This is an optimization exercise on Yosys and OpenROAD, whose aim is small area, not a production implementation. In this exercise RTL edits were held to simulation tests only and were not proved equivalent to the original. Power and IR drop assume default switching activity.

--- design/flow/design.v ---
module regfile_sb_nand2 (input logic a, b, output logic y);
    assign y = !(a && b);
endmodule
module regfile_sb_and2 (input logic a, b, output logic y);
    assign y = a && b;
endmodule
module regfile_sb_a32o (input logic a1, a2, a3, b1, b2, output logic y);
    assign y = (a1 && a2 && a3) || (b1 && b2);
endmodule
module regfile_sb_nand4 (input logic a, b, c, d, output logic y);
    assign y = !(a && b && c && d);
endmodule
module regfile_sb_and3 (input logic a, b, c, output logic y);
    assign y = a && b && c;
endmodule
module regfile_sb_or3 (input logic a, b, c, output logic y);
    assign y = a || b || c;
endmodule
module regfile_sb_hold (input logic en, enb, d, q, output logic nx);
    assign nx = (en && d) || (enb && q);
endmodule
module regfile_sb_aoi222 (input logic a1, a2, b1, b2, c1, c2, output logic y);
    assign y = !((a1 && a2) || (b1 && b2) || (c1 && c2));
endmodule
module regfile_sb_rdlast (input logic y8, y9, a, b, output logic y);
    assign y = !(y8 && y9 && !(a && b));
endmodule
module regfile_sb_mxlast (input logic y6, y7, a1, a2, b1, b2, output logic y);
    assign y = !(y6 && y7 && !((a1 && a2) || (b1 && b2)));
endmodule
module regfile_sb_rdbit (
    input  logic [30:0] s,
    input  logic [30:0] d,
    output logic        y
);
    logic [9:0] n;
    logic [2:0] g;
    for (genvar k = 0; k < 10; k++) begin : g_aoi
        regfile_sb_aoi222 u (
            .a1(s[3*k]),   .a2(d[3*k]),
            .b1(s[3*k+1]), .b2(d[3*k+1]),
            .c1(s[3*k+2]), .c2(d[3*k+2]),
            .y(n[k])
        );
    end
    regfile_sb_nand4 u_g0 (.a(n[0]), .b(n[1]), .c(n[2]), .d(n[3]), .y(g[0]));
    regfile_sb_nand4 u_g1 (.a(n[4]), .b(n[5]), .c(n[6]), .d(n[7]), .y(g[1]));
    regfile_sb_rdlast u_g2 (.y8(n[8]), .y9(n[9]), .a(s[30]), .b(d[30]), .y(g[2]));
    regfile_sb_or3 u_or (.a(g[0]), .b(g[1]), .c(g[2]), .y(y));
endmodule
module regfile_sb_mux8 (
    input  logic [7:0] s,
    input  logic [7:0] d,
    output logic       y
);
    logic [1:0] n;
    regfile_sb_aoi222 u_a (
        .a1(s[0]), .a2(d[0]), .b1(s[1]), .b2(d[1]), .c1(s[2]), .c2(d[2]), .y(n[0])
    );
    regfile_sb_aoi222 u_b (
        .a1(s[3]), .a2(d[3]), .b1(s[4]), .b2(d[4]), .c1(s[5]), .c2(d[5]), .y(n[1])
    );
    regfile_sb_mxlast u_c (
        .y6(n[0]), .y7(n[1]), .a1(s[6]), .a2(d[6]), .b1(s[7]), .b2(d[7]), .y(y)
    );
endmodule
module regfile_sb_pmux (
    input  logic [3:0]  h,
    input  logic [7:0]  l,
    input  logic [31:0] p,
    output logic        y
);
    logic [3:0] g;
    for (genvar k = 0; k < 4; k++) begin : g_grp
        regfile_sb_mux8 u (.s(l), .d(p[8*k +: 8]), .y(g[k]));
    end
    assign y = (h[0] && g[0]) || (h[1] && g[1]) || (h[2] && g[2]) || (h[3] && g[3]);
endmodule
module regfile_sb #(
    parameter int XLEN     = 32,
    parameter int NREGS    = 32,
    parameter bit ZERO_REG = 1'b1,
    parameter bit BYPASS   = 1'b1,
    localparam int AW      = $clog2(NREGS)
) (
    input  logic            clk,
    input  logic            rst_n,
    input  logic            we3,
    input  logic [AW-1:0]   wa3,
    input  logic [XLEN-1:0] wd3,
    input  logic [AW-1:0]   ra1,
    input  logic [AW-1:0]   ra2,
    output logic [XLEN-1:0] rd1,
    output logic [XLEN-1:0] rd2,
    input  logic            sb_set,
    input  logic [AW-1:0]   sb_addr,
    output logic            pend1,
    output logic            pend2,
    input  logic            clr_req,
    output logic            clr_busy,
    output logic            clr_done
);
    logic            busy;
    logic [AW-1:0]   cnt;
    logic [XLEN-1:0] regs    [1:NREGS-1];
    logic [XLEN-1:0] regs_nx [1:NREGS-1];
    logic [NREGS-1:1] valid, valid_nx, pend, pend_nx;
    logic [NREGS-1:1] en, enb;
    logic [30:0] sel1, sel2;
    logic [31:0] pend_all;
    logic [30:0] col [XLEN];
    logic nbusy;
    logic [3:0] wa_h, sa_h, rh1, rh2;
    logic [7:0] wa_l, sa_l, rl1, rl2;
    always_ff @(posedge clk or negedge rst_n) begin
        if (!rst_n)
            busy <= 1'b0;
        else if (busy)
            busy <= cnt != AW'(NREGS - 1);
        else
            busy <= clr_req;
    end
    always_ff @(posedge clk) begin
        if (busy)
            cnt <= cnt + 1'b1;
        else
            cnt <= '0;
    end
    assign clr_busy = busy;
    assign clr_done = busy && cnt == AW'(NREGS - 1);
    assign nbusy = !busy;
    for (genvar h = 0; h < 4; h++) begin : g_hi
        assign wa_h[h] = we3 && wa3[4:3] == 2'(h);
        assign sa_h[h] = sb_set && !busy && !clr_req && sb_addr[4:3] == 2'(h);
        assign rh1[h]  = !busy && ra1[4:3] == 2'(h);
        assign rh2[h]  = !busy && ra2[4:3] == 2'(h);
    end
    for (genvar l = 0; l < 8; l++) begin : g_lo
        assign wa_l[l] = wa3[2:0] == 3'(l);
        assign sa_l[l] = sb_addr[2:0] == 3'(l);
        assign rl1[l]  = ra1[2:0] == 3'(l);
        assign rl2[l]  = ra2[2:0] == 3'(l);
    end
    for (genvar i = 1; i < NREGS; i++) begin : g_ent
        localparam int H = i / 8;
        localparam int L = i % 8;
        regfile_sb_nand2 u_enb (.a(wa_h[H]), .b(wa_l[L]), .y(enb[i]));
        regfile_sb_and2  u_en  (.a(wa_h[H]), .b(wa_l[L]), .y(en[i]));
        for (genvar j = 0; j < XLEN; j++) begin : g_hold
            regfile_sb_hold u_hold (
                .en(en[i]), .enb(enb[i]), .d(wd3[j]), .q(regs[i][j]), .nx(regs_nx[i][j])
            );
        end
        regfile_sb_a32o u_vnx (
            .a1(wa_h[H]), .a2(wa_l[L]), .a3(nbusy), .b1(valid[i]), .b2(nbusy),
            .y(valid_nx[i])
        );
        regfile_sb_a32o u_pnx (
            .a1(pend[i]), .a2(enb[i]), .a3(nbusy), .b1(sa_h[H]), .b2(sa_l[L]),
            .y(pend_nx[i])
        );
        always_ff @(posedge clk) begin
            regs[i] <= regs_nx[i];
        end
        always_ff @(posedge clk or negedge rst_n) begin
            if (!rst_n) begin
                valid[i] <= 1'b0;
                pend[i]  <= 1'b0;
            end else begin
                valid[i] <= valid_nx[i];
                pend[i]  <= pend_nx[i];
            end
        end
        regfile_sb_and3 u_s1 (.a(rh1[H]), .b(rl1[L]), .c(valid_nx[i]), .y(sel1[i-1]));
        regfile_sb_and3 u_s2 (.a(rh2[H]), .b(rl2[L]), .c(valid_nx[i]), .y(sel2[i-1]));
        assign pend_all[i] = pend[i];
    end
    assign pend_all[0] = 1'b0;
    for (genvar j = 0; j < XLEN; j++) begin : g_bit
        for (genvar i = 1; i < NREGS; i++) begin : g_col
            assign col[j][i-1] = regs_nx[i][j];
        end
        regfile_sb_rdbit u_rd1 (.s(sel1), .d(col[j]), .y(rd1[j]));
        regfile_sb_rdbit u_rd2 (.s(sel2), .d(col[j]), .y(rd2[j]));
    end
    regfile_sb_pmux u_p1 (.h(rh1), .l(rl1), .p(pend_all), .y(pend1));
    regfile_sb_pmux u_p2 (.h(rh2), .l(rl2), .p(pend_all), .y(pend2));
endmodule
--- design/flow/flow/run.sh ---
#!/bin/bash
# Layout flow: the standard synthesis, then the standard ORFS steps with
# a few changes:
# - ports are buffered with buf_2 cells instead of the default delay buffers;
# - after placement, flow/rebuffer.tcl replaces the buffers that placement's
#   repair put on internal nets by resized drivers, buffers the outputs with
#   buf_1 cells, and repairs setup timing with a margin (see that file);
# - clock tree synthesis uses clkbuf_8 cells in clusters of at most 16 sinks
#   and inserts no dummy loads.
# Each step's full output goes to a log file in this folder.
set -e
bash standard.sh synth > synth.log 2>&1
export BUFFER_PORTS_ARGS="-buffer_cell sky130_fd_sc_hd__buf_2"
bash standard.sh place > place.log 2>&1
R=orfs/results/sky130hd/regfile_sb/base
PLATFORM_DIR=$FLOW_HOME/platforms/sky130hd IN_ODB=$R/3_place.odb IN_SDC=$R/3_place.sdc \
  OUT_ODB=$R/3_place.odb RB_MARGIN=0.9 RB_SLEW_MARGIN=5 RB_OUT_BUF=sky130_fd_sc_hd__buf_1 \
  openroad -no_init -exit flow/rebuffer.tcl > rebuffer.log 2>&1
export CTS_ARGS="-sink_clustering_enable -repair_clock_nets -dont_use_dummy_load -buf_list sky130_fd_sc_hd__clkbuf_8 -sink_clustering_size 16 -sink_clustering_max_diameter 80"
bash standard.sh finish > finish.log 2>&1
--- design/flow/flow/rebuffer.tcl ---
# After global and detailed placement: take out the buffers that placement's
# repair put on internal nets, buffer the ports again, and repair slew and
# capacitance by resizing drivers, with only the smallest buffers allowed
# (with a small margin: the stages after clock tree synthesis repair again).
# Then repair setup timing with a margin and legalize.
set pdir $::env(PLATFORM_DIR)
read_liberty $pdir/lib/sky130_fd_sc_hd__tt_025C_1v80.lib
read_db $::env(IN_ODB)
read_sdc $::env(IN_SDC)
source $pdir/setRC.tcl
# Routed nets come out with more capacitance than placement estimates; size
# for a scaled-up wire capacitance.
if {[info exists ::env(RB_CAP_SCALE)]} {
  set_wire_rc -signal -resistance 8.929e-04 -capacitance [expr {1.72375e-04 * $::env(RB_CAP_SCALE)}]
}
set_dont_use {sky130_fd_sc_hd__probe_p_8 sky130_fd_sc_hd__probec_p_8 sky130_fd_sc_hd__lpflow_*}
estimate_parasitics -placement
proc core_area {} {
  set a 0.0
  foreach inst [[ord::get_db_block] getInsts] {
    set m [$inst getMaster]
    if {[$m getType] eq "CORE"} { set a [expr {$a + double([$m getWidth]) * [$m getHeight]}] }
  }
  return [expr {$a / 1e6}]
}
proc status {tag} {
  puts "$tag: area [core_area] slewv [sta::max_slew_violation_count] capv [sta::max_capacitance_violation_count] ws [worst_slack -max]"
}
status before
remove_buffers
if {[info exists ::env(RB_OUT_BUF)]} {
  buffer_ports -inputs -buffer_cell sky130_fd_sc_hd__buf_2
  buffer_ports -outputs -buffer_cell $::env(RB_OUT_BUF)
} else {
  buffer_ports -buffer_cell sky130_fd_sc_hd__buf_2
}
estimate_parasitics -placement
status unbuffered
set_dont_use {sky130_fd_sc_hd__buf_4 sky130_fd_sc_hd__buf_6 sky130_fd_sc_hd__buf_8 sky130_fd_sc_hd__buf_12 sky130_fd_sc_hd__buf_16 sky130_fd_sc_hd__clkbuf_* sky130_fd_sc_hd__dlygate* sky130_fd_sc_hd__dlymetal* sky130_fd_sc_hd__clkdlybuf* sky130_fd_sc_hd__bufbuf* sky130_fd_sc_hd__bufinv*}
set rb_margin [expr {[info exists ::env(RB_SLEW_MARGIN)] ? $::env(RB_SLEW_MARGIN) : 20}]
repair_design -slew_margin $rb_margin -cap_margin $rb_margin
estimate_parasitics -placement
status repaired
repair_timing -setup -setup_margin $::env(RB_MARGIN)
estimate_parasitics -placement
status timed
detailed_placement
check_placement
write_db $::env(OUT_ODB)
--- design/flow/standard.sh ---
#!/bin/bash
# synth_recipe.tcl (not shown) runs the flow's synth.tcl, then flattens the netlist and writes it again
# the make line also repeats each setting of config.mk as NAME=value (left out here)
make -C /OpenROAD-flow-scripts/flow DESIGN_CONFIG=/design/flow/config.mk WORK_HOME=/design/flow/orfs CLKGATE_MAP_FILE= SYNTH_SCRIPT=/design/flow/synth_recipe.tcl "${@:-finish}"
--- design/flow/config.mk ---
export PLATFORM = sky130hd
export DESIGN_NAME = regfile_sb
export DESIGN_NICKNAME = regfile_sb
export VERILOG_FILES = /design/flow/design.v
export SDC_FILE = /design/flow/constraint.sdc
export NUM_CORES = 8
export LEC_CHECK = 0
export CAP_MARGIN = 20
export CORE_MARGIN = 2
export CORE_UTILIZATION = 40
export CTS_BUF_LIST = sky130_fd_sc_hd__clkbuf_8
export CTS_CLUSTER_DIAMETER = 80
export CTS_CLUSTER_SIZE = 16
export SLEW_MARGIN = 20
export SYNTH_HIERARCHICAL = 1
export SYNTH_MINIMUM_KEEP_SIZE = 0
--- design/flow/constraint.sdc ---
create_clock -name core_clock -period 8.0 [get_ports {clk}]
set_input_delay 1.6000 -clock core_clock [delete_from_list [all_inputs] [get_ports {clk}]]
set_output_delay 1.6000 -clock core_clock [all_outputs]
set_load 0.01 [all_outputs]
==> notes.md, run 1 <==
RSZ-0062 raised after global routing no; Hold Crit Endpoint cnt[0]$_SDFF_PN0_; Area Growth Syn to Fin 9.17%; Synth Flop Type dfxtp_1; placed instance area 0.0436 mm2; CP arrival 5.72 ns; Setup CP Type in2out; Pre-Repair DR Iteration Count 14; Post-Route WL 193 mm; number of port buffers 124; layout cells sized above 1 8.13%; global-route usage over all layers 35.4%; Cell Pwr Density 246 mW/mm2; max-cap violation count 0; CP peak stage delay 0.86 ns; relative slew slack 8.58%; vias 39463; slowest library cell on the worst path nor3b_4; Max rail drop VDD 0.132 mV; Clock Path Buffers 3; measured slew at the worst slew-check pin 1.37 ns; Worst R2R End valid[6]$_DFF_PN0_; gr ovfl total 0; hold_sp cnt[0]$_SDFF_PN0_; Post-CTS Resized 0; synth unique cells 25; Starting Density 40.4%; 1st-iter DRT viols 9676; clk sink count 1060; Filler Cell Count 9331; first-pass GRT wire length 269 mm; Async SR Flop Fraction 5.94%; GP Congestion 0.900; number of global-route vias before repair 36857; DP Wirelength 108 mm; status finished clean; Clock transition at path regs 0.09 ns; chip height 322 um; Commonest cells post-synth dfxtp_1, a22o_1, a222oi_1; clock skew 0.0582 ns; top cells by area, synth dfxtp_1, a22o_1, a222oi_1; area of the core 0.100 mm2; Hold Crit Class reg2reg; postcts setup bufs 0; FF+latch count, synth 1060; H-Tree Depth 3; Final Instance Area 0.0442 mm2; DR WL/cell 40.0 um; Final Non-Filler Cells 4821; Die X-Extent 322 um; Critical Path RT 6.40 ns; top-area cell type share of the netlist area 49.3%; Fmax 137 MHz; pin count of the biggest net entering global routing 54; r2r startpoint busy$_DFF_PN0_; post-synthesis sequential area ratio 53.2%; final hold violation count 0; DRC Markers 0; die area 0.104 mm2; hold depth 1; Startpoint Class primary input; Post-CTS Hold Fix Bufs 0; I/O Pins 125; shortest period the worst path allows 7.32 ns; Post-Syn Area per Cell 12.2 um2; Crit. End Element output pin; Setup TNS Final 0 ns; crit-path cells buf_2 > nor3b_4 > nand2_2 > a22o_1 > a222oi_1 > nand4_1 > or3_1 > buf_1; nets 3577; most frequent cell after synthesis dfxtp_1; Post-synth EDFFs 0; Worst-Skew Late Latency 0.75 ns; worst reg-to-reg setup slack 5.38 ns; Max Slew Vio Count 0; antenna violations before repair 8; FF-to-FF path depth 3; P_leak 17.8 nW; CTS tree built; yosys warns 12; Final period util 91.5%; synthesized area 0.0405 mm2; CTS root buf clkbuf_8; area leader, netlist dfxtp_1; row count 116; TritonCTS Buffers 77; CP Max Fanout 33; Antenna Nets Post-Route 0; endpoints failing setup 0; placed cell count 4814; post-synthesis cell count 3310; vias per std cell 8.19
## per-module statistics from Yosys, one instance, submodules excluded, excerpt
module             copies in the design  flops+latches
regfile_sb_and3                      62              0
regfile_sb_and2                      31              0
regfile_sb_a32o                      62              0
regfile_sb_hold                     992              0
regfile_sb_nand4                    128              0
regfile_sb_mxlast                     8              0
regfile_sb                            1           1060
regfile_sb_aoi222                   656              0
regfile_sb_nand2                     31              0
regfile_sb_pmux                       2              0
regfile_sb_or3                       64              0
regfile_sb_rdlast                    64              0
## through the flow
step	hold WS, ns	total power [W]	setup slack [ns]	utilization, %
6_report	0.461	0.0109	0.680	44.1
5_1_grt	0.494	0.0112	0.557	44.1
4_1_cts	0.463	0.0108	0.895	44.0
3_5_place_dp	0.447	0.00826	1.34	43.5
3_3_place_gp	0.435	0.00821	1.46	43.5
2_1_floorplan	0.418	0.00779	1.74	-
## critical path, delay by kind of cell
family                 cells  cell delay [ns]
and+or+nand+nor            4             2.73
AOI/OAI and AO/OA          2             0.98
buffers and inverters      2             0.37
## area by class of cell
| cell class | count | area, um2 | area share, % |
|---|---|---|---|
| flip-flops and latches | 1060 | 21500 | 48.7 |
| diodes | 7 | 17.5 | 0.0396 |
| repair buffers | 129 | 589 | 1.33 |
| well taps | 1298 | 1620 | 3.67 |
| multi-input cells | 2248 | 19400 | 43.8 |
| clock buffers | 77 | 1060 | 2.40 |
| inverters | 2 | 8.76 | 0.0198 |
## worst max path at each step
stage	from	endpoint	slack [ns]	depth (start not counted)
global route	busy$_DFF_PN0_	rd1[28]	0.56	8
detailed placement	wa3[3]	rd1[25]	1.34	8
CTS	wa3[1]	rd2[13]	0.90	8
finish	wa3[1]	rd2[13]	0.68	8
floorplan	wa3[4]	rd1[0]	1.74	6
global placement	wa3[4]	rd1[31]	1.46	10
## report_power, final
part	switching [W]	internal [W]	leakage, nW	total [W]
Sequential	0.000265	0.00626	9.17	0.00653
Clock	0.00177	0.000868	0.554	0.00264
Combinational	0.000982	0.000723	8.04	0.00171
## layout by cell type, fill, tap and decap left out, types with 26 or more instances in the layout
cell type	n
or3_1	64
a222oi_1	656
a22o_1	992
dfrtp_1	63
clkbuf_8	77
nand2_1	72
dfxtp_1	997
a32o_1	62
nand4_1	128
and3_2	59
buf_2	59
nand3_1	73
and2_2	26
buf_1	68
## kinds of logic after synthesis
logic type / count (synthesis) / share of synthesized area [%]
AOI/OAI and AO/OA: 1722 / 39.4
DFF: 1060 / 53.2
and+or+nand+nor: 520 / 7.21
buffers and inverters: 3 / 0.0371
adders and majority gates: 2 / 0.0618
other: 1 / 0.00926
xor gates and xnor gates: 1 / 0.0216
muxes: 1 / 0.0247
## sequential cells by signal (all words and copies together), names as in the netlist
| register | count |
|---|---|
| regs | 992 |
| pend | 31 |
| valid | 31 |
| cnt | 5 |
| busy | 1 |
## layer usage
metal	routed length, um	track usage, %	vias up
met5	160	0.926	-
met4	12500	20.3	8
met3	30800	14.0	695
met2	74800	47.2	3761
met1	74800	47.8	19249
li1	-	-	15750
==> inputs of run 2 (changes only) <==
--- a/design/flow/design.v
+++ b/design/flow/design.v
@@ -110,7 +110,9 @@
     logic [31:0] pend_all;
     logic [30:0] col [XLEN];
-    logic nbusy;
+    logic nbusy, nclr;
+    logic [AW-1:0] cnt_inc;
     logic [3:0] wa_h, sa_h, rh1, rh2;
     logic [7:0] wa_l, sa_l, rl1, rl2;
+    assign cnt = pend[AW:1];
     always_ff @(posedge clk or negedge rst_n) begin
         if (!rst_n)
@@ -121,13 +123,9 @@
             busy <= clr_req;
     end
-    always_ff @(posedge clk) begin
-        if (busy)
-            cnt <= cnt + 1'b1;
-        else
-            cnt <= '0;
-    end
     assign clr_busy = busy;
     assign clr_done = busy && cnt == AW'(NREGS - 1);
     assign nbusy = !busy;
+    assign nclr = !clr_req;
+    assign cnt_inc = cnt + 1'b1;
     for (genvar h = 0; h < 4; h++) begin : g_hi
         assign wa_h[h] = we3 && wa3[4:3] == 2'(h);
@@ -156,8 +154,17 @@
             .y(valid_nx[i])
         );
-        regfile_sb_a32o u_pnx (
-            .a1(pend[i]), .a2(enb[i]), .a3(nbusy), .b1(sa_h[H]), .b2(sa_l[L]),
-            .y(pend_nx[i])
-        );
+        if (i <= AW) begin : g_cnt
+            logic pend_idle;
+            regfile_sb_a32o u_pnx (
+                .a1(pend[i]), .a2(enb[i]), .a3(nclr), .b1(sa_h[H]), .b2(sa_l[L]),
+                .y(pend_idle)
+            );
+            assign pend_nx[i] = busy ? cnt_inc[i-1] : pend_idle;
+        end else begin : g_pend
+            regfile_sb_a32o u_pnx (
+                .a1(pend[i]), .a2(enb[i]), .a3(nbusy), .b1(sa_h[H]), .b2(sa_l[L]),
+                .y(pend_nx[i])
+            );
+        end
         always_ff @(posedge clk) begin
             regs[i] <= regs_nx[i];
==> run 2 against run 1 <==
  * Critical path depth unchanged
  * Final cell count barely moved
  * Utilization hardly changed
  * Critical path type unchanged
  * Largest power group unchanged
==> notes.md, run 2 <==
shortest period the worst path allows 7.37 ns; CP arrival 5.77 ns; Clock Path Buffers 3; most flop-heavy register regs; Clock transition at path regs 0.08 ns; antenna violations before repair 8; final hold violation count 0; Synth Flop Type dfxtp_1; Worst-Skew Late Latency 0.75 ns; Max Slew Vio Count 0; Hold Crit Class reg2reg; endpoints failing setup 0; CP Max Fanout 33; Setup TNS Final 0 ns; I/O Pins 125; Post-CTS Hold Fix Bufs 0; area leader, netlist dfxtp_1; area of the core 0.100 mm2; nets 3573; first-pass GRT wire length 272 mm; placed cell count 4822; most frequent cells in the layout a22o_1, dfxtp_1, a222oi_1; Post-CTS Resized 0; chip height 322 um; Area Growth Syn to Fin 9.24%; r2r startpoint busy$_DFF_PN0_; placed instance area 0.0436 mm2; Post-Syn Area per Cell 12.2 um2; measured slew at the worst slew-check pin 1.33 ns; max FFs per register 992; delay-heaviest family, CP simple AND/OR/NAND/NOR gates; status finished clean; Starting Density 40.4%; Max rail drop VDD 0.217 mV; Setup crit end rd1[6]; crit-path cells buf_2 > nor3_2 > nand2_2 > a22o_1 > a222oi_1 > nand4_1 > or3_1 > buf_1; DRC Markers 0; layout cells sized above 1 8.26%; FF+latch count, synth 1055; GP Congestion 0.912; Post-Route WL 196 mm; FF-to-FF path depth 5; Fmax 136 MHz; critical path depth 8; number of global-route vias before repair 37119; Hold Slack 0.501 ns; synthesized area 0.0404 mm2; Final period util 92.1%; Async SR Flop Fraction 5.97%; clk sink count 1055; die area 0.104 mm2; post-synthesis cell count 3305; post-layout util 44.1%; Pre-Repair DR Iteration Count 13; Cell Pwr Density 246 mW/mm2; Worst R2R End pend[1]$_DFF_PN0_; gr ovfl total 0; Post-synth EDFFs 0; Worst Setup SP wa3[1]; Startpoint Class primary input; top-area cell type share of the netlist area 49.1%; postcts setup bufs 0; Crit. End Element output pin; post-synthesis sequential area ratio 53.0%; vias per std cell 8.26; 1st-iter DRT viols 10120; Setup CP Type in2out; vias 39776; number of port buffers 124; DR WL/cell 40.7 um; row count 116; H-Tree Depth 3; CP peak stage delay 1.00 ns; Antenna Nets Post-Route 0; CTS root buf clkbuf_8; CP bufs+invs 2; Commonest cells post-synth a22o_1, dfxtp_1, a222oi_1; top cells by area, synth dfxtp_1, a22o_1, a222oi_1; Die X-Extent 322 um; pin count of the biggest net entering global routing 94; synth unique cells 29; TritonCTS Buffers 76; RSZ-0062 raised after global routing no; Final Non-Filler Cells 4817; relative slew slack 11.0%; yosys warns 12; max-cap violation count 0; CTS tree built; Final Instance Area 0.0442 mm2; biggest registers after layout regs x992, pend x31, valid x31; worst reg-to-reg setup slack 5.87 ns; global-route usage over all layers 35.9%; clock skew 0.0444 ns; P_leak 17.8 nW; Critical Path RT 6.40 ns; slowest library cell on the worst path nand2_2; DP Wirelength 111 mm
-- run 2: per-stage QoR --
step	setup WS (ns)	total power, W
floorplan	1.74	0.00781
global placement	1.19	0.00825
detailed placement	1.13	0.00830
CTS	0.861	0.0108
global route	0.745	0.0113
finish	0.632	0.0109
-- run 2: logic make-up (layout without fill, tap and decap cells) --
| group | Yosys count | in the layout | share of synthesized area (%) |
|---|---|---|---|
| muxes | 3 | 3 | 0.0805 |
| and+or+nand+nor | 514 | 514 | 7.19 |
| xor gates and xnor gates | 2 | 2 | 0.0433 |
| AOI/OAI and AO/OA | 1725 | 1725 | 39.5 |
| buffers and inverters | 3 | 209 | 0.0464 |
| adders and majority gates | 2 | 2 | 0.0619 |
| DFF | 1055 | 1055 | 53.0 |
| other | 1 | 9 | 0.00928 |
-- run 2: per-layer routing --
metal  global-route usage [%]  vias up  part of all wire [%]
met5                     1.70        -                  0.20
met4                     22.3        8                   6.9
met3                     11.3      697                    15
met2                     48.8     3891                    39
met1                     48.8    19410                    38
li1                         -    15770                     -
-- run 2: cell type report --
cell class,instances,area [um2]
antenna,7,17.5
multi-input combinational,2248,19400
sequential,1055,21400
tap,1298,1620
timing repair buffer,131,644
fill,9246,56000
inverter,2,10.0
clock buffer,76,1050
-- run 2: power breakdown --
group | internal [W] | total (W) | switching (W)
logic | 0.000739 | 0.00175 | 0.00101
registers | 0.00624 | 0.00652 | 0.000286
clock network | 0.000857 | 0.00260 | 0.00174
-- run 2: how the worst min path moves through the flow --
| stage | start | end | slack, ns | cells after the start |
|---|---|---|---|---|
| 5_1_grt | regs[17][17]$_DFF_P_ | regs[17][17]$_DFF_P_ | 0.52 | 1 |
| 6_report | regs[4][0]$_DFF_P_ | regs[4][0]$_DFF_P_ | 0.50 | 1 |
| 4_1_cts | regs[4][0]$_DFF_P_ | regs[4][0]$_DFF_P_ | 0.50 | 1 |
| 3_3_place_gp | regs[7][24]$_DFF_P_ | regs[7][24]$_DFF_P_ | 0.47 | 1 |
| 3_5_place_dp | regs[16][12]$_DFF_P_ | regs[16][12]$_DFF_P_ | 0.47 | 1 |
| 2_1_floorplan | regs[10][0]$_DFF_P_ | regs[10][0]$_DFF_P_ | 0.46 | 1 |
-- run 2: Yosys stat by module (local to each module, per instance), a selection --
module | cells inside | copies in the design
regfile_sb | 1129 | 1
regfile_sb_pmux | 3 | 2
regfile_sb_mxlast | 2 | 8
regfile_sb_aoi222 | 1 | 656
regfile_sb_hold | 1 | 992
regfile_sb_nand4 | 1 | 128
regfile_sb_and2 | 1 | 31
regfile_sb_or3 | 1 | 64
regfile_sb_and3 | 1 | 62
regfile_sb_nand2 | 1 | 31
-- run 2: worst reg2reg max path, stage by stage (launching register included) --
cell and delay (ns):
dfrtp_1 0.65, nor3b_2 0.44, nor3b_2 0.56, a32o_1 0.21, nand2_1 0.05, o21ai_0 0.12
==> inputs of run 3 (changes only) <==
--- a/design/flow/flow/run.sh
+++ b/design/flow/flow/run.sh
@@ -6,5 +6,5 @@
 #   repair put on internal nets by resized drivers, buffers the outputs with
 #   buf_1 cells, and repairs setup timing with a margin (see that file);
-# - clock tree synthesis uses clkbuf_8 cells in clusters of at most 16 sinks
+# - clock tree synthesis uses clkbuf_8 cells in clusters of at most 17 sinks
 #   and inserts no dummy loads.
 # Each step's full output goes to a log file in this folder.
@@ -17,4 +17,4 @@
   OUT_ODB=$R/3_place.odb RB_MARGIN=0.9 RB_SLEW_MARGIN=5 RB_OUT_BUF=sky130_fd_sc_hd__buf_1 \
   openroad -no_init -exit flow/rebuffer.tcl > rebuffer.log 2>&1
-export CTS_ARGS="-sink_clustering_enable -repair_clock_nets -dont_use_dummy_load -buf_list sky130_fd_sc_hd__clkbuf_8 -sink_clustering_size 16 -sink_clustering_max_diameter 80"
+export CTS_ARGS="-sink_clustering_enable -repair_clock_nets -dont_use_dummy_load -buf_list sky130_fd_sc_hd__clkbuf_8 -sink_clustering_size 17 -sink_clustering_max_diameter 80"
 bash standard.sh finish > finish.log 2>&1
--- a/design/flow/config.mk
+++ b/design/flow/config.mk
@@ -11,5 +11,5 @@
 export CTS_BUF_LIST = sky130_fd_sc_hd__clkbuf_8
 export CTS_CLUSTER_DIAMETER = 80
-export CTS_CLUSTER_SIZE = 16
+export CTS_CLUSTER_SIZE = 17
 export SLEW_MARGIN = 20
 export SYNTH_HIERARCHICAL = 1
==> run 3 against run 2 <==
  * Largest power group unchanged
  * Power decreased by 0.34%
  * Final cell count decreased by 0.10%
  * Utilization decreased by 0.050 points
  * Register-to-register slack about the same
  * Fmax decreased by 2.0%
  * Largest cell class unchanged
  * Count of clock-buffer cells in the layout decreased by 4
  * Still clean on timing, DRC and antenna
  * Worst setup slack got worse by 0.15 ns
==> notes.md, run 3 <==
hold_sp regs[17][17]$_DFF_P_; Worst Setup SP wa3[1]; most frequent cells in the layout a22o_1, dfxtp_1, a222oi_1; relative slew slack 11.0%; P_leak 17.7 nW; Seq pwr share 60.2%; Worst R2R End pend[3]$_DFF_PN0_; Commonest cells post-synth a22o_1, dfxtp_1, a222oi_1; FF-to-FF path depth 5; RSZ-0062 raised after global routing no; gr ovfl total 0; Clock Path Buffers 3; I/O Pins 125; DR WL/cell 40.8 um; Post-CTS Hold Fix Bufs 0; global-route usage over all layers 36.0%; Critical Path RT 6.40 ns; most flop-heavy register regs; first-pass GRT wire length 273 mm; clock skew 0.0448 ns; Starting Density 40.4%; CP Max Fanout 33; area of the core 0.100 mm2; DRC Markers 0; area leader, netlist dfxtp_1; Worst-Skew Late Latency 0.75 ns; synth unique cells 29; die area 0.104 mm2; TritonCTS Buffers 72; GRT Max-Usage Layer met2; chip height 322 um; Post-Syn Area per Cell 12.2 um2; clk sink count 1055; CTS root buf clkbuf_8; synthesized area 0.0404 mm2; Hold Slack 0.500 ns; Cell Int Power 0.00779 W; biggest registers after layout regs x992, pend x31, valid x31; row count 116; nets 3569; Hold Crit Endpoint regs[17][17]$_DFF_P_; CP arrival 5.92 ns; max FFs per register 992; r2r startpoint busy$_DFF_PN0_; top-area cell type share of the netlist area 49.1%; Area Growth Syn to Fin 9.11%; post-synthesis cell count 3305; 1st-iter DRT viols 10614; max-cap violation count 0; FF+latch count, synth 1055; final hold violation count 0; measured slew at the worst slew-check pin 1.34 ns; Startpoint Class primary input; postcts setup bufs 0; DP Wirelength 111 mm; Die X-Extent 322 um; Max rail drop VDD 0.216 mV; met1 usage 48.7%; vias 39923; Post-synth EDFFs 0; GR Util met3 11.9%; switching power 0.00305 W; post-synthesis sequential area ratio 53.0%; switching share of power 28.1%; hold depth 1; Async SR Flop Fraction 5.97%; Filler Cell Count 9269; Setup TNS Final 0 ns; Final period util 94.0%; endpoints failing setup 0; H-Tree Depth 3; Post-Route WL 196 mm; GP Congestion 0.912; status finished clean; number of global-route vias before repair 37137; Fmax 133 MHz; Setup CP Type in2out; vias per std cell 8.30; Pre-Repair DR Iteration Count 13; Crit. End Element output pin; Cell Pwr Density 246 mW/mm2; clock power share 23.7%; yosys warns 12; number of port buffers 124; top cells by area, synth dfxtp_1, a22o_1, a222oi_1; met2 GRT Util 49.0%; Post-CTS Resized 0; layout cells sized above 1 8.12%; worst reg-to-reg setup slack 5.88 ns; combinational share of power 16.2%; CTS tree built; Hold Crit Class reg2reg; Synth Flop Type dfxtp_1; shortest period the worst path allows 7.52 ns; pin count of the biggest net entering global routing 94; Antenna Nets Post-Route 0; antenna violations before repair 9; Max Slew Vio Count 0; Clock transition at path regs 0.05 ns
==> run 3: changes by cell type in the layout (fill, tap and decap cells not counted) <==
cell,previous run,this run
nand2_2,14,13
buf_6,1,0
nand2_4,17,18
buf_8,0,1
clkbuf_8,76,72
nor3b_1,4,5
and3_4,3,4
and3_2,62,61
nor3b_2,11,10
diode_2,7,6
==> run 3: worst max-delay path by stage <==
stage                         end  cells after the start
final                     rd1[12]                      8
after global routing      rd2[20]                      8
after CTS                 rd1[31]                      7
after detailed placement  rd1[28]                      9
after global placement    rd2[31]                      9
after floorplan            rd1[0]                      6
==> run 3: cell type report <==
cell class              count  area (um2)  area share [%]
inverters                   2        10.0          0.0227
flip-flops and latches   1055       21400            48.6
diodes                      6        15.0          0.0340
clock buffers              72         991            2.25
repair buffers            131         648            1.47
multi-input cells        2248       19400            43.9
well taps                1298        1620            3.68
==> run 3: critical path: stages <==
cell and delay [ns]:
buf_2 0.17, nor3_2 0.99, nand2_2 1.04, a22o_1 0.53
a222oi_1 0.38, nand4_1 0.45, or3_1 0.55, buf_1 0.15
==> run 3: per-stage QoR <==
step	utilization [%]	cell area (um2)	cells	setup WS, ns	power (W)
2_1_floorplan	-	40400	3306	1.74	0.00781
3_3_place_gp	43.5	43600	4822	1.19	0.00825
3_5_place_dp	43.5	43600	4822	1.13	0.00830
4_1_cts	43.8	43900	4800	0.846	0.0108
5_1_grt	44.0	44100	4808	0.708	0.0112
6_report	44.0	44100	4812	0.480	0.0108
==> run 3: kinds of logic after synthesis <==
logic type	after synthesis	synth area share (%)
compound gates	1725	39.5
flops	1055	53.0
simple gates	514	7.19
mux	3	0.0805
buf+inv	3	0.0464
fa+ha+maj	2	0.0619
xor+xnor	2	0.0433
other cells	1	0.00928
==> run 3: per-module statistics from Yosys, one instance, submodules excluded, a selection <==
module             area [um2]  cells  times used  flip-flops and latches
regfile_sb              21900   1129           1                    1055
regfile_sb_a32o          10.0      1          62                       0
regfile_sb_hold          8.76      1         992                       0
regfile_sb_mxlast        12.5      2           8                       0
regfile_sb_nand4         6.26      1         128                       0
regfile_sb_rdlast        8.76      2          64                       0
==> run 3: routing by layer <==
layer / routed length, um / share of wire [%] / up-vias
met2: 77900 / 40 / 3901
met3: 30200 / 15 / 660
met5: 283 / 0.14 / -
li1: - / - / 15748
met4: 13000 / 6.6 / 14
met1: 74700 / 38 / 19600
==> run 3: power by group through the flow <==
stage | logic (W) | registers [W] | clock network, W
floorplan | 0.00126 | 0.00655 | 0
global placement | 0.00165 | 0.00661 | 0
detailed placement | 0.00168 | 0.00662 | 0
CTS | 0.00169 | 0.00651 | 0.00256
global route | 0.00188 | 0.00660 | 0.00274
finish | 0.00175 | 0.00652 | 0.00256

-- what the ideal ports hide --
How much do the figures lean on ideal ports? The routed layouts below were timed once more, with nothing changed but the port constraints.
Step 1 (the two cells are an assumption about what drives the block):
set clk [get_ports {clk}]
set_driving_cell -lib_cell sky130_fd_sc_hd__clkbuf_16 $clk
set_driving_cell -lib_cell sky130_fd_sc_hd__buf_2 [delete_from_list [all_inputs] $clk]
Step 2 times the ports against the registers' clock, not the clock port: input delays grow and output delays shrink by t, the midpoint of the rising clock arrivals with the driver on.
Slacks: ideal / step 1 / step 2; pairs: ideal / step 1.
run	t (ns)	slack for setup (ns)	worst register clock-pin slew, ns	worst data-port slew with drivers (ns)
run 1	0.794	0.680 / 0.644 / 0.657	0.12 / 0.12	0.03
run 2	0.813	0.632 / 0.612 / 0.612	0.11 / 0.11	0.03
run 3	0.803	0.480 / 0.460 / 0.460	0.12 / 0.12	0.03
After both steps setup and hold are still met in every run listed. For run 1, which loses most, drivers alone change the setup slack by -0.036 ns; drivers and shift together by -0.023 ns.
